From an optimization exercise on the open Yosys and OpenROAD flow, aimed at small area; shortcuts taken in it are not production practice. In this exercise RTL edits were held to simulation tests only and were not proved equivalent to the original. Power figures rest on the tool's default switching activity, not on a simulated workload.

$ cat design/flow/run.sh
#!/bin/bash
# synth_recipe.tcl (not shown) runs the flow's synth.tcl, then flattens the netlist and writes it again
# the make line also repeats each setting of config.mk as NAME=value (left out here)
make -C /OpenROAD-flow-scripts/flow DESIGN_CONFIG=/design/flow/config.mk WORK_HOME=/design/flow/orfs CLKGATE_MAP_FILE= SYNTH_SCRIPT=/design/flow/synth_recipe.tcl finish
$ cat design/flow/config.mk
export PLATFORM = sky130hd
export DESIGN_NAME = incubator_setpoint_and_alarm_supervisor
export DESIGN_NICKNAME = incubator_setpoint_and_alarm_supervisor
export VERILOG_FILES = /design/flow/design.v
export SDC_FILE = /design/flow/constraint.sdc
export NUM_CORES = 4
export LEC_CHECK = 0
export CAP_MARGIN = 20
export CORE_MARGIN = 2
export CORE_UTILIZATION = 40
export SLEW_MARGIN = 20
$ cat design/flow/constraint.sdc
create_clock -name core_clock -period 8.0 [get_ports {clk}]
set_input_delay 1.6000 -clock core_clock [delete_from_list [all_inputs] [get_ports {clk}]]
set_output_delay 1.6000 -clock core_clock [all_outputs]
set_load 0.01 [all_outputs]
$ cat design/flow/design.v
package isas_pkg;
  localparam int TEMP_W   = 12;
  localparam int HOST_W   = 15;
  localparam int SECS_W   = 32;
  localparam int MS_W     = 11;
  localparam int TICKMS_W = 10;
  localparam int BAND_W   = 9;
  localparam int CNT16_W  = 16;
  localparam int ERR_W    = 12;
  localparam int BEST_W   = 14;
  localparam int ALU_W    = 33;
  localparam int APB_AW   = 5;
  localparam int APB_DW   = 32;
  localparam logic [1:0] MODE_IDLE  = 2'd0;
  localparam logic [1:0] MODE_RUN   = 2'd1;
  localparam logic [1:0] MODE_SET   = 2'd2;
  localparam logic [1:0] MODE_ALARM = 2'd3;
  localparam logic [1:0] OP_TICK      = 2'd0;
  localparam logic [1:0] OP_KEY       = 2'd1;
  localparam logic [1:0] OP_HOST_SET  = 2'd2;
  localparam logic [1:0] OP_HOST_STOP = 2'd3;
  localparam logic [1:0] REPLY_NONE   = 2'd0;
  localparam logic [1:0] REPLY_ACCEPT = 2'd1;
  localparam logic [1:0] REPLY_RANGE  = 2'd2;
  localparam logic [3:0] KEY_DIGIT_MAX = 4'd9;
  localparam logic [3:0] KEY_STAR      = 4'd10;
  localparam logic [3:0] KEY_HASH      = 4'd11;
  localparam logic [2:0] CFG_IDX_BAND    = 3'd0;
  localparam logic [2:0] CFG_IDX_MIN     = 3'd1;
  localparam logic [2:0] CFG_IDX_MAX     = 3'd2;
  localparam logic [2:0] CFG_IDX_DEFAULT = 3'd3;
  localparam logic [2:0] CFG_IDX_STARTUP = 3'd4;
  localparam logic [2:0] CFG_IDX_STUCK   = 3'd5;
  localparam logic [2:0] CFG_IDX_TICKMS  = 3'd6;
  localparam logic [MS_W-1:0] MS_PER_SEC = 11'd1000;
  localparam logic [BAND_W-1:0]   BAND_RST    = 9'd20;
  localparam logic [TEMP_W-1:0]   MIN_RST     = 12'd200;
  localparam logic [TEMP_W-1:0]   MAX_RST     = 12'd600;
  localparam logic [TEMP_W-1:0]   DEFAULT_RST = 12'd370;
  localparam logic [CNT16_W-1:0]  STARTUP_RST = 16'd3000;
  localparam logic [CNT16_W-1:0]  STUCK_RST   = 16'd300;
  localparam logic [TICKMS_W-1:0] TICKMS_RST  = 10'd200;
  typedef logic signed [TEMP_W-1:0] temp_t;
  typedef struct packed {
    logic [BAND_W-1:0]   alarm_band;
    temp_t               min_target;
    temp_t               max_target;
    temp_t               default_target;
    logic [CNT16_W-1:0]  startup_ticks;
    logic [CNT16_W-1:0]  stuck_ticks;
    logic [TICKMS_W-1:0] tick_ms;
    logic                load_default;
  } cfg_regs_t;
  typedef struct packed {
    logic             sub;
    logic [ALU_W-1:0] a;
    logic [ALU_W-1:0] b;
  } alu_req_t;
  typedef struct packed {
    logic [ALU_W-1:0] sum;
    logic             neg;
  } alu_rsp_t;
endpackage
import isas_pkg::*;
module isas_cfg (
  input  logic              clk,
  input  logic              rst_n,
  input  logic              psel,
  input  logic              penable,
  input  logic              pwrite,
  input  logic [isas_pkg::APB_AW-1:0] paddr,
  input  logic [isas_pkg::APB_DW-1:0] pwdata,
  output logic [isas_pkg::APB_DW-1:0] prdata,
  output logic              pready,
  output isas_pkg::cfg_regs_t         cfg
);
  logic [BAND_W-1:0]   band_r;
  logic [TEMP_W-1:0]   min_r;
  logic [TEMP_W-1:0]   max_r;
  logic [TEMP_W-1:0]   default_r;
  logic [CNT16_W-1:0]  startup_r;
  logic [CNT16_W-1:0]  stuck_r;
  logic [TICKMS_W-1:0] tickms_r;
  logic                load_r;
  logic                wr;
  logic [2:0]          idx;
  assign pready = 1'b1;
  assign wr     = psel && penable && pwrite;
  assign idx    = paddr[4:2];
  always_ff @(posedge clk) begin
    if (!rst_n) begin
      band_r    <= BAND_RST;
      min_r     <= MIN_RST;
      max_r     <= MAX_RST;
      default_r <= DEFAULT_RST;
      startup_r <= STARTUP_RST;
      stuck_r   <= STUCK_RST;
      tickms_r  <= TICKMS_RST;
      load_r    <= 1'b0;
    end else begin
      load_r <= wr && (idx == CFG_IDX_DEFAULT);
      if (wr) begin
        unique case (idx)
          CFG_IDX_BAND:    band_r    <= pwdata[BAND_W-1:0];
          CFG_IDX_MIN:     min_r     <= pwdata[TEMP_W-1:0];
          CFG_IDX_MAX:     max_r     <= pwdata[TEMP_W-1:0];
          CFG_IDX_DEFAULT: default_r <= pwdata[TEMP_W-1:0];
          CFG_IDX_STARTUP: startup_r <= pwdata[CNT16_W-1:0];
          CFG_IDX_STUCK:   stuck_r   <= pwdata[CNT16_W-1:0];
          CFG_IDX_TICKMS:  tickms_r  <= pwdata[TICKMS_W-1:0];
          default: ;
        endcase
      end
    end
  end
  always_comb begin
    prdata = '0;
    unique case (idx)
      CFG_IDX_BAND:    prdata = APB_DW'(band_r);
      CFG_IDX_MIN:     prdata = APB_DW'(min_r);
      CFG_IDX_MAX:     prdata = APB_DW'(max_r);
      CFG_IDX_DEFAULT: prdata = APB_DW'(default_r);
      CFG_IDX_STARTUP: prdata = APB_DW'(startup_r);
      CFG_IDX_STUCK:   prdata = APB_DW'(stuck_r);
      CFG_IDX_TICKMS:  prdata = APB_DW'(tickms_r);
      default:         prdata = '0;
    endcase
  end
  assign cfg.alarm_band     = band_r;
  assign cfg.min_target     = min_r;
  assign cfg.max_target     = max_r;
  assign cfg.default_target = default_r;
  assign cfg.startup_ticks  = startup_r;
  assign cfg.stuck_ticks    = stuck_r;
  assign cfg.tick_ms        = tickms_r;
  assign cfg.load_default   = load_r;
endmodule
import isas_pkg::*;
module isas_alu (
  input  isas_pkg::alu_req_t req,
  output isas_pkg::alu_rsp_t rsp
);
  logic [ALU_W-1:0] sum;
  assign sum     = req.sub ? (req.a - req.b) : (req.a + req.b);
  assign rsp.sum = sum;
  assign rsp.neg = sum[ALU_W-1];
endmodule
import isas_pkg::*;
module incubator_setpoint_and_alarm_supervisor #(
  parameter int MAX_DIGITS = 4
) (
  input  logic              clk,
  input  logic              rst_n,
  input  logic              in_valid,
  output logic              in_ready,
  input  logic [1:0]        in_opcode,
  input  logic [isas_pkg::TEMP_W-1:0] in_measured_temp,
  input  logic [3:0]        in_key_code,
  input  logic [isas_pkg::HOST_W-1:0] in_host_target,
  output logic              out_valid,
  input  logic              out_ready,
  output logic [1:0]        out_mode,
  output logic              out_buzzer_on,
  output logic [isas_pkg::TEMP_W-1:0] out_target_temp,
  output logic [isas_pkg::SECS_W-1:0] out_run_seconds,
  output logic              out_control_active,
  output logic              out_controller_reset,
  output logic              out_drive_stop,
  output logic [1:0]        out_host_reply,
  input  logic              cfg_psel,
  input  logic              cfg_penable,
  input  logic              cfg_pwrite,
  input  logic [isas_pkg::APB_AW-1:0] cfg_paddr,
  input  logic [isas_pkg::APB_DW-1:0] cfg_pwdata,
  output logic [isas_pkg::APB_DW-1:0] cfg_prdata,
  output logic              cfg_pready
);
  localparam int IDX_W = (MAX_DIGITS > 1) ? $clog2(MAX_DIGITS) : 1;
  localparam int CNT_W = $clog2(MAX_DIGITS + 1);
  localparam logic [4:0] ST_IDLE    = 5'd0;
  localparam logic [4:0] ST_T_DIFF  = 5'd1;
  localparam logic [4:0] ST_T_ABS   = 5'd2;
  localparam logic [4:0] ST_T_BLANK = 5'd3;
  localparam logic [4:0] ST_T_BINC  = 5'd4;
  localparam logic [4:0] ST_T_BAND  = 5'd5;
  localparam logic [4:0] ST_T_BEST  = 5'd6;
  localparam logic [4:0] ST_T_NGINC = 5'd7;
  localparam logic [4:0] ST_T_STUCK = 5'd8;
  localparam logic [4:0] ST_T_MS    = 5'd9;
  localparam logic [4:0] ST_T_SEC   = 5'd10;
  localparam logic [4:0] ST_T_SINC  = 5'd11;
  localparam logic [4:0] ST_KEY     = 5'd12;
  localparam logic [4:0] ST_K_MUL   = 5'd13;
  localparam logic [4:0] ST_K_ADD   = 5'd14;
  localparam logic [4:0] ST_K_X10   = 5'd15;
  localparam logic [4:0] ST_K_FIN   = 5'd16;
  localparam logic [4:0] ST_RNG_MIN = 5'd17;
  localparam logic [4:0] ST_RNG_MAX = 5'd18;
  localparam logic [4:0] ST_STOP    = 5'd19;
  localparam logic [4:0] ST_DONE    = 5'd20;
  isas_pkg::cfg_regs_t cfg;
  isas_pkg::alu_req_t  alu_req;
  isas_pkg::alu_rsp_t  alu_rsp;
  logic [4:0]               state_r,     state_nxt;
  logic signed [TEMP_W-1:0] meas_r,      meas_nxt;
  logic [3:0]               key_r,       key_nxt;
  logic signed [HOST_W-1:0] cand_r,      cand_nxt;
  logic                     host_r,      host_nxt;
  logic signed [TEMP_W:0]   diff_r,      diff_nxt;
  logic [ERR_W-1:0]         err_r,       err_nxt;
  logic [IDX_W-1:0]         idx_r,       idx_nxt;
  logic [1:0]               mode_r,      mode_nxt;
  logic signed [TEMP_W-1:0] target_r,    target_nxt;
  logic [CNT_W-1:0]         count_r,     count_nxt;
  logic [CNT16_W-1:0]       blank_r,     blank_nxt;
  logic [BEST_W-1:0]        best_r,      best_nxt;
  logic [CNT16_W-1:0]       nogain_r,    nogain_nxt;
  logic                     buzzer_r,    buzzer_nxt;
  logic [MS_W-1:0]          millis_r,    millis_nxt;
  logic [SECS_W-1:0]        secs_r,      secs_nxt;
  logic                     active_r,    active_nxt;
  logic                     pid_r,       pid_nxt;
  logic                     stop_r,      stop_nxt;
  logic [1:0]               reply_r,     reply_nxt;
  logic                     out_valid_r, out_valid_nxt;
  logic [3:0]               store_r [MAX_DIGITS];
  logic                     store_we;
  logic                     in_fire;
  logic                     out_load;
  logic                     last_digit;
  logic [1:0]               out_mode_r;
  logic                     out_buzzer_r;
  logic signed [TEMP_W-1:0] out_target_r;
  logic [SECS_W-1:0]        out_secs_r;
  logic                     out_active_r;
  logic                     out_pid_r;
  logic                     out_stop_r;
  logic [1:0]               out_reply_r;
  isas_cfg u_cfg (
    .clk     (clk),
    .rst_n   (rst_n),
    .psel    (cfg_psel),
    .penable (cfg_penable),
    .pwrite  (cfg_pwrite),
    .paddr   (cfg_paddr),
    .pwdata  (cfg_pwdata),
    .prdata  (cfg_prdata),
    .pready  (cfg_pready),
    .cfg     (cfg)
  );
  isas_alu u_alu (
    .req (alu_req),
    .rsp (alu_rsp)
  );
  assign in_ready    = (state_r == ST_IDLE);
  assign in_fire     = in_valid && in_ready;
  assign last_digit  = (CNT_W'(idx_r) + CNT_W'(1)) == count_r;
  always_comb begin
    state_nxt  = state_r;
    meas_nxt   = meas_r;
    key_nxt    = key_r;
    cand_nxt   = cand_r;
    host_nxt   = host_r;
    diff_nxt   = diff_r;
    err_nxt    = err_r;
    idx_nxt    = idx_r;
    mode_nxt   = mode_r;
    target_nxt = target_r;
    count_nxt  = count_r;
    blank_nxt  = blank_r;
    best_nxt   = best_r;
    nogain_nxt = nogain_r;
    buzzer_nxt = buzzer_r;
    millis_nxt = millis_r;
    secs_nxt   = secs_r;
    active_nxt = active_r;
    pid_nxt    = pid_r;
    stop_nxt   = stop_r;
    reply_nxt  = reply_r;
    store_we   = 1'b0;
    out_load   = 1'b0;
    alu_req    = '0;
    unique case (state_r)
      ST_IDLE: begin
        if (in_fire) begin
          meas_nxt   = $signed(in_measured_temp);
          key_nxt    = in_key_code;
          cand_nxt   = $signed(in_host_target);
          host_nxt   = 1'b0;
          active_nxt = 1'b0;
          pid_nxt    = 1'b0;
          stop_nxt   = 1'b0;
          reply_nxt  = REPLY_NONE;
          unique case (in_opcode)
            OP_TICK:      state_nxt = ST_T_DIFF;
            OP_KEY:       state_nxt = ST_KEY;
            OP_HOST_SET: begin
              host_nxt  = 1'b1;
              state_nxt = ST_RNG_MIN;
            end
            OP_HOST_STOP: state_nxt = ST_STOP;
            default:      state_nxt = ST_IDLE;
          endcase
        end
      end
      ST_T_DIFF: begin
        alu_req.sub = 1'b1;
        alu_req.a   = ALU_W'($signed(meas_r));
        alu_req.b   = ALU_W'($signed(target_r));
        diff_nxt    = alu_rsp.sum[TEMP_W:0];
        state_nxt   = ST_T_ABS;
      end
      ST_T_ABS: begin
        alu_req.sub = diff_r[TEMP_W];
        alu_req.a   = '0;
        alu_req.b   = ALU_W'($signed(diff_r));
        err_nxt     = alu_rsp.sum[ERR_W-1:0];
        if (mode_r != MODE_RUN && mode_r != MODE_ALARM) begin
          buzzer_nxt = 1'b0;
          state_nxt  = ST_DONE;
        end else begin
          state_nxt = ST_T_BLANK;
        end
      end
      ST_T_BLANK: begin
        alu_req.sub = 1'b1;
        alu_req.a   = ALU_W'(blank_r);
        alu_req.b   = ALU_W'(cfg.startup_ticks);
        if (alu_rsp.neg) begin
          buzzer_nxt = 1'b0;
          state_nxt  = ST_T_BINC;
        end else begin
          state_nxt = ST_T_BAND;
        end
      end
      ST_T_BINC: begin
        alu_req.a = ALU_W'(blank_r);
        alu_req.b = ALU_W'(1);
        blank_nxt = alu_rsp.sum[CNT16_W-1:0];
        state_nxt = ST_T_MS;
      end
      ST_T_BAND: begin
        alu_req.sub = 1'b1;
        alu_req.a   = ALU_W'(cfg.alarm_band);
        alu_req.b   = ALU_W'(err_r);
        if (!alu_rsp.neg) begin
          nogain_nxt = '0;
          best_nxt   = '0;
          buzzer_nxt = 1'b0;
          if (mode_r == MODE_ALARM) begin
            mode_nxt = MODE_RUN;
          end
          state_nxt = ST_T_MS;
        end else begin
          state_nxt = ST_T_BEST;
        end
      end
      ST_T_BEST: begin
        alu_req.sub = 1'b1;
        alu_req.a   = ALU_W'(err_r);
        alu_req.b   = ALU_W'(best_r);
        if (best_r == '0 || alu_rsp.neg) begin
          best_nxt   = BEST_W'(err_r);
          nogain_nxt = '0;
          state_nxt  = ST_T_STUCK;
        end else if (nogain_r != '1) begin
          state_nxt = ST_T_NGINC;
        end else begin
          state_nxt = ST_T_STUCK;
        end
      end
      ST_T_NGINC: begin
        alu_req.a  = ALU_W'(nogain_r);
        alu_req.b  = ALU_W'(1);
        nogain_nxt = alu_rsp.sum[CNT16_W-1:0];
        state_nxt  = ST_T_STUCK;
      end
      ST_T_STUCK: begin
        alu_req.sub = 1'b1;
        alu_req.a   = ALU_W'(nogain_r);
        alu_req.b   = ALU_W'(cfg.stuck_ticks);
        if (!alu_rsp.neg) begin
          mode_nxt   = MODE_ALARM;
          buzzer_nxt = 1'b1;
        end
        state_nxt = ST_T_MS;
      end
      ST_T_MS: begin
        active_nxt = 1'b1;
        alu_req.a  = ALU_W'(millis_r);
        alu_req.b  = ALU_W'(cfg.tick_ms);
        millis_nxt = alu_rsp.sum[MS_W-1:0];
        state_nxt  = ST_T_SEC;
      end
      ST_T_SEC: begin
        alu_req.sub = 1'b1;
        alu_req.a   = ALU_W'(millis_r);
        alu_req.b   = ALU_W'(MS_PER_SEC);
        if (!alu_rsp.neg) begin
          millis_nxt = alu_rsp.sum[MS_W-1:0];
          state_nxt  = ST_T_SINC;
        end else begin
          state_nxt = ST_DONE;
        end
      end
      ST_T_SINC: begin
        alu_req.a = ALU_W'(secs_r);
        alu_req.b = ALU_W'(1);
        secs_nxt  = alu_rsp.sum[SECS_W-1:0];
        state_nxt = ST_T_SEC;
      end
      ST_KEY: begin
        state_nxt = ST_DONE;
        unique case (key_r)
          KEY_STAR: begin
            if (mode_r == MODE_SET) begin
              if (count_r != '0) begin
                count_nxt = count_r - CNT_W'(1);
              end
            end else begin
              mode_nxt  = MODE_SET;
              count_nxt = '0;
            end
          end
          KEY_HASH: begin
            if (mode_r == MODE_SET) begin
              cand_nxt = '0;
              idx_nxt  = '0;
              state_nxt = (count_r != '0) ? ST_K_ADD : ST_K_FIN;
            end else if (mode_r == MODE_RUN) begin
              mode_nxt   = MODE_IDLE;
              stop_nxt   = 1'b1;
              secs_nxt   = '0;
              millis_nxt = '0;
            end else begin
              mode_nxt   = MODE_RUN;
              blank_nxt  = '0;
              best_nxt   = '0;
              nogain_nxt = '0;
              buzzer_nxt = 1'b0;
              secs_nxt   = '0;
              millis_nxt = '0;
            end
          end
          default: begin
            if (mode_r == MODE_SET && key_r <= KEY_DIGIT_MAX &&
                count_r < CNT_W'(MAX_DIGITS)) begin
              store_we  = 1'b1;
              count_nxt = count_r + CNT_W'(1);
            end
          end
        endcase
      end
      ST_K_MUL, ST_K_X10: begin
        alu_req.a = ALU_W'($signed(cand_r)) << 3;
        alu_req.b = ALU_W'($signed(cand_r)) << 1;
        cand_nxt  = alu_rsp.sum[HOST_W-1:0];
        state_nxt = (state_r == ST_K_MUL) ? ST_K_ADD : ST_RNG_MIN;
      end
      ST_K_ADD: begin
        alu_req.a = ALU_W'($signed(cand_r));
        alu_req.b = ALU_W'(store_r[idx_r]);
        cand_nxt  = alu_rsp.sum[HOST_W-1:0];
        idx_nxt   = idx_r + IDX_W'(1);
        if (!last_digit) begin
          state_nxt = ST_K_MUL;
        end else if (count_r < CNT_W'(3)) begin
          state_nxt = ST_K_X10;
        end else begin
          state_nxt = ST_RNG_MIN;
        end
      end
      ST_RNG_MIN: begin
        alu_req.sub = 1'b1;
        alu_req.a   = ALU_W'($signed(cand_r));
        alu_req.b   = ALU_W'($signed(cfg.min_target));
        if (!alu_rsp.neg) begin
          state_nxt = ST_RNG_MAX;
        end else if (host_r) begin
          reply_nxt = REPLY_RANGE;
          state_nxt = ST_DONE;
        end else begin
          state_nxt = ST_K_FIN;
        end
      end
      ST_RNG_MAX: begin
        alu_req.sub = 1'b1;
        alu_req.a   = ALU_W'($signed(cfg.max_target));
        alu_req.b   = ALU_W'($signed(cand_r));
        if (!alu_rsp.neg) begin
          target_nxt = cand_r[TEMP_W-1:0];
        end
        if (!host_r) begin
          state_nxt = ST_K_FIN;
        end else if (alu_rsp.neg) begin
          reply_nxt = REPLY_RANGE;
          state_nxt = ST_DONE;
        end else begin
          pid_nxt   = 1'b1;
          reply_nxt = REPLY_ACCEPT;
          if (mode_r != MODE_RUN) begin
            mode_nxt = MODE_RUN;
            secs_nxt = '0;
          end
          state_nxt = ST_DONE;
        end
      end
      ST_K_FIN: begin
        mode_nxt   = MODE_RUN;
        count_nxt  = '0;
        blank_nxt  = '0;
        best_nxt   = '0;
        nogain_nxt = '0;
        buzzer_nxt = 1'b0;
        pid_nxt    = 1'b1;
        secs_nxt   = '0;
        millis_nxt = '0;
        state_nxt  = ST_DONE;
      end
      ST_STOP: begin
        mode_nxt   = MODE_IDLE;
        stop_nxt   = 1'b1;
        secs_nxt   = '0;
        millis_nxt = '0;
        reply_nxt  = REPLY_ACCEPT;
        state_nxt  = ST_DONE;
      end
      ST_DONE: begin
        if (!out_valid_r || out_ready) begin
          out_load  = 1'b1;
          state_nxt = ST_IDLE;
        end
      end
      default: state_nxt = ST_IDLE;
    endcase
    if (cfg.load_default) begin
      target_nxt = cfg.default_target;
    end
  end
  always_comb begin
    out_valid_nxt = out_valid_r;
    if (out_load) begin
      out_valid_nxt = 1'b1;
    end else if (out_ready) begin
      out_valid_nxt = 1'b0;
    end
  end
  always_ff @(posedge clk) begin
    if (!rst_n) begin
      state_r     <= ST_IDLE;
      mode_r      <= MODE_IDLE;
      target_r    <= DEFAULT_RST;
      count_r     <= '0;
      blank_r     <= '0;
      best_r      <= '0;
      nogain_r    <= '0;
      buzzer_r    <= 1'b0;
      millis_r    <= '0;
      secs_r      <= '0;
      out_valid_r <= 1'b0;
    end else begin
      state_r     <= state_nxt;
      mode_r      <= mode_nxt;
      target_r    <= target_nxt;
      count_r     <= count_nxt;
      blank_r     <= blank_nxt;
      best_r      <= best_nxt;
      nogain_r    <= nogain_nxt;
      buzzer_r    <= buzzer_nxt;
      millis_r    <= millis_nxt;
      secs_r      <= secs_nxt;
      out_valid_r <= out_valid_nxt;
    end
  end
  always_ff @(posedge clk) begin
    meas_r   <= meas_nxt;
    key_r    <= key_nxt;
    cand_r   <= cand_nxt;
    host_r   <= host_nxt;
    diff_r   <= diff_nxt;
    err_r    <= err_nxt;
    idx_r    <= idx_nxt;
    active_r <= active_nxt;
    pid_r    <= pid_nxt;
    stop_r   <= stop_nxt;
    reply_r  <= reply_nxt;
    if (store_we) begin
      store_r[count_r[IDX_W-1:0]] <= key_r;
    end
    if (out_load) begin
      out_mode_r   <= mode_r;
      out_buzzer_r <= buzzer_r;
      out_target_r <= target_r;
      out_secs_r   <= secs_r;
      out_active_r <= active_r;
      out_pid_r    <= pid_r;
      out_stop_r   <= stop_r;
      out_reply_r  <= reply_r;
    end
  end
  assign out_valid            = out_valid_r;
  assign out_mode             = out_mode_r;
  assign out_buzzer_on        = out_buzzer_r;
  assign out_target_temp      = out_target_r;
  assign out_run_seconds      = out_secs_r;
  assign out_control_active   = out_active_r;
  assign out_controller_reset = out_pid_r;
  assign out_drive_stop       = out_stop_r;
  assign out_host_reply       = out_reply_r;
endmodule
==> run summary <==
# fillers ~4100; htree depth 2; xor/xnor share of the synthesized area 0.0261; Hold Crit Depth 0; # IOs ~160; Max Cap Violations 0; DRT iter0 DRCs between 1500 and 2000; Post-Synth Simple-Gate Area 0.189; Fmax about 0.14 GHz; total grt overflow 0; Total GRT Usage 0.278; R2R Setup Slk slightly above 0.8 ns; clk slew on worst S/H paths approximately 0.06 ns; CP Class flop to flop; cts repair resizes 0; Setup WS pre-CTS a little over 1 ns; DR WL met2 around 28000 um; Slew Viols, Final 0; final antenna diode count 0; Peak supply drop between 0.4 and 0.5 mV; Mapped Area roughly 17000 um2; die area ~45000 um2; Vias ~16000; Top FF cell, synth dfxtp_1; top cell type's share of synthesized area 0.232; area grow syn2layout 17.8%; vias in the first global route roughly 15000; Setup TNS Final 0 ns; Max transition margin 0.226; Area contributors post-synth dfxtp_1 23%, edfxtp_1 23%, nand2_1 7.2%, a21oi_1 4.2%, ha_1 2.9%; routed length on met3 approximately 5000 um; Synth Register Bits 333; post-DR vias/cell 6.08; clock buffer depth 3; routed wire length per instance 24.5 um; clk sinks roughly 330; Mean Syn Cell Area just over 9 um2; Metal-1 WL between 20000 and 30000 um; class of the worst hold path flop to flop; Nets between 2000 and 2500; PortBufs around 130; Synth Instances ~1900; largest area contributor in the netlist dfxtp_1; Critical Path AT about 7.7 ns; post-route ant nets 0; RSZ-0062 raised after global routing false; setup violators final 0; Highest Signal Layer met4; ys async rst share 0; total wire length approximately 63000 um; Core Area 42900 um2; status complete, no violations; LEAKAGE 0.00763 uW; register area share after synthesis 0.461; initial antenna violation count 1; worst-path fanout max 23; pwr/cell area 450 nW/um2; DRC viols 0; final setup slack of the worst path 0.817 ns; Clock Skews about 0.03 ns; CTS Hold Buffers Added 0; post-synthesis mux area share 0.0336; main combinational cell family by area after synthesis compound AO/OA/AOI/OAI gates; Die W between 200 and 250 um; Initial Utilization 0.404; Post-DP HPWL between 40000 and 50000 um; routability congestion estimate from global placement 0.944; post-route minimum period ~7.2 ns; adder-cell share of the synthesized area 0.0300; FF-to-FF path depth 19; startpoint types flop; clock buffer count from CTS 40; synth warn 2; complex-gate fraction of the synthesized area 0.215; final core occ 0.476; Final Hold Vio Count 0; measured slew at the worst slew-check pin 1.15 ns; CTS tree done; Die H between 200 and 250 um; number of distinct library cells after synthesis 78; drt first pass iters 10; Setup Fix Bufs, Post-CTS 0; worst skew pair latency 0.58 ns; first-pass GRT wire length 93100 um; crit end category flop; largest net degree at the start of global routing between 80 and 90; EDFF count, synth between 100 and 150; root buf cell clkbuf_16; layout cells sized above 1 0.0750; WP data required roughly 8.5 ns; Site Rows between 70 and 80; Tcrit/Tclk final 0.898
[power by group]
| part | internal (uW) | switching [uW] | leakage, uW |
|---|---|---|---|
| sequential | 2190 | 233 | 0.00280 |
| combinational | 1560 | 3300 | 0.00415 |
| clock | 1170 | 747 | 0.000679 |
[metrics by stage]
step                power [uW]  hold WS [ns]  instance area (um2)  std cells
CTS                       9130         0.419                20400       2584
floorplan                 5660         0.400                17400       1911
detailed placement        7200         0.405                19000       2510
finish                    9200         0.418                20400       2584
global route              9710         0.429                20400       2584
global placement          7140         0.401                19000       2510
[routing by layer]
layer	vias up	GRT usage
met1	7575	0.366
met5	-	0
met2	782	0.434
li1	7176	-
met3	184	0.0507
met4	0	0.149
[worst max-delay path: stages, from the launching register on]
cell and delay (ns):
dfxtp_1 0.90, nor3b_2 0.75, and2_1 0.93, a2111oi_0 0.25, and3_1 0.31, and4_1 0.23, nand3_1 0.11, nor2_1 0.11
a21oi_2 0.40, o41ai_1 0.18, ha_1 0.45, a21oi_1 0.11, o21ai_0 0.35, a21oi_1 0.12, o211ai_1 0.11, a41oi_1 0.13
xnor2_2 0.73, mux2i_4 0.36, o311a_4 0.37, a22o_1 0.18
[state kept, by name, summed over array words and instances, names as in the netlist, 13 cells and up, named ones only]
register / cells
blank_r: 16
cand_r: 15
diff_r: 13
nogain_r: 16
out_secs_r: 32
secs_r: 32
store_r: 16
u_cfg.startup_r: 16
u_cfg.stuck_r: 16
[synthesized netlist by cell type (9+ instances only)]
| library cell | n |
|---|---|
| inv_1 | 22 |
| and2_1 | 16 |
| nand3_1 | 98 |
| nor3_1 | 23 |
| dfxtp_1 | 201 |
| mux2i_1 | 31 |
| xnor2_1 | 25 |
| nor2b_1 | 21 |
| nand4_1 | 16 |
| a31oi_1 | 24 |
| buf_4 | 18 |
| nor4_1 | 13 |
| xor2_1 | 23 |
| a221oi_1 | 13 |
| nand2_1 | 333 |
| a211oi_1 | 10 |
| and3_1 | 28 |
| nand2b_1 | 18 |
| mux2_2 | 9 |
| a22o_1 | 56 |
| a22oi_1 | 62 |
| a21oi_1 | 145 |
| o41ai_1 | 9 |
| clkbuf_1 | 98 |
| a222oi_1 | 34 |
| a32oi_1 | 13 |
| a21o_1 | 34 |
| ha_1 | 40 |
| o21ai_0 | 86 |
| buf_2 | 26 |
| nor2_1 | 91 |
| edfxtp_1 | 132 |
[layout by cell type (no fill, tap or decap), types with 16 or more instances in the layout]
cell	synthesis	layout
nand3_1	98	98
a22o_1	56	56
o21ai_0	86	86
a21oi_1	145	145
edfxtp_1	132	132
and2_1	16	16
ha_1	40	40
a22oi_1	62	62
a222oi_1	34	34
nor3_1	23	20
mux2i_1	31	31
dfxtp_1	201	201
nand4_1	16	16
clkbuf_16	0	42
clkdlybuf4s50_1	0	126
nand2b_1	18	18
nor2b_1	21	21
a21o_1	34	34
and3_1	28	28
nand2_1	333	333
xor2_1	23	23
inv_1	22	21
a31oi_1	24	24
buf_4	18	39
nor2_1	91	86
conb_1	2	17
xnor2_1	25	25
[final timing paths]
path | endpoint | from
min | out_reply_r[1] | reply_r[1]
max | nogain_r[7] | state_r[1]
max reg2reg | nogain_r[7] | state_r[1]
min reg2reg | out_reply_r[1] | reply_r[1]
[cell type report]
type | count | area, um2 | share of cell area
Tap cell | 585 | 732 | 0.0358
Inverter | 23 | 86.3 | 0.00423
Sequential cell | 333 | 7990 | 0.391
Multi-Input combinational cell | 1402 | 8670 | 0.425
Timing Repair Buffer | 167 | 1560 | 0.0766
Clock inverter | 13 | 179 | 0.00876
Clock buffer | 61 | 1200 | 0.0589
[cell families after synthesis]
kind of cell               count (synthesis)
other                                      2
xor gates and xnor gates                  50
muxes                                     48
AOI/OAI and AO/OA                        544
DFF                                      333
buffers and inverters                    176
and+or+nand+nor                          702
adders and majority gates                 41

## static timing again, ports no longer ideal
The flow's constraints put no driver on any port. The routed layout listed below was extracted and timed again, unchanged, in two steps.
Step 1 sets driving cells, clkbuf_16 on the clock port and buf_2 on the other inputs (assumed; they add their load-dependent delay and slew).
Step 2, shift: input delay + t, output delay - t, t = (earliest + latest rising clock arrival at the registers) / 2. This alone moves slack from input paths to output paths.
Slacks: ideal ports / drivers / drivers and shift; pairs: ideal ports / drivers.
t, ns: 0.623
setup WS [ns]: 0.817 / 0.817 / 0.817
worst register clock-pin slew, ns: 0.07 / 0.07
pins driven straight from the clock port: 1
After both steps setup and hold are still met in this run. The setup slack of this run moves by 0.000 ns with the drivers and by 0.000 ns with both steps.
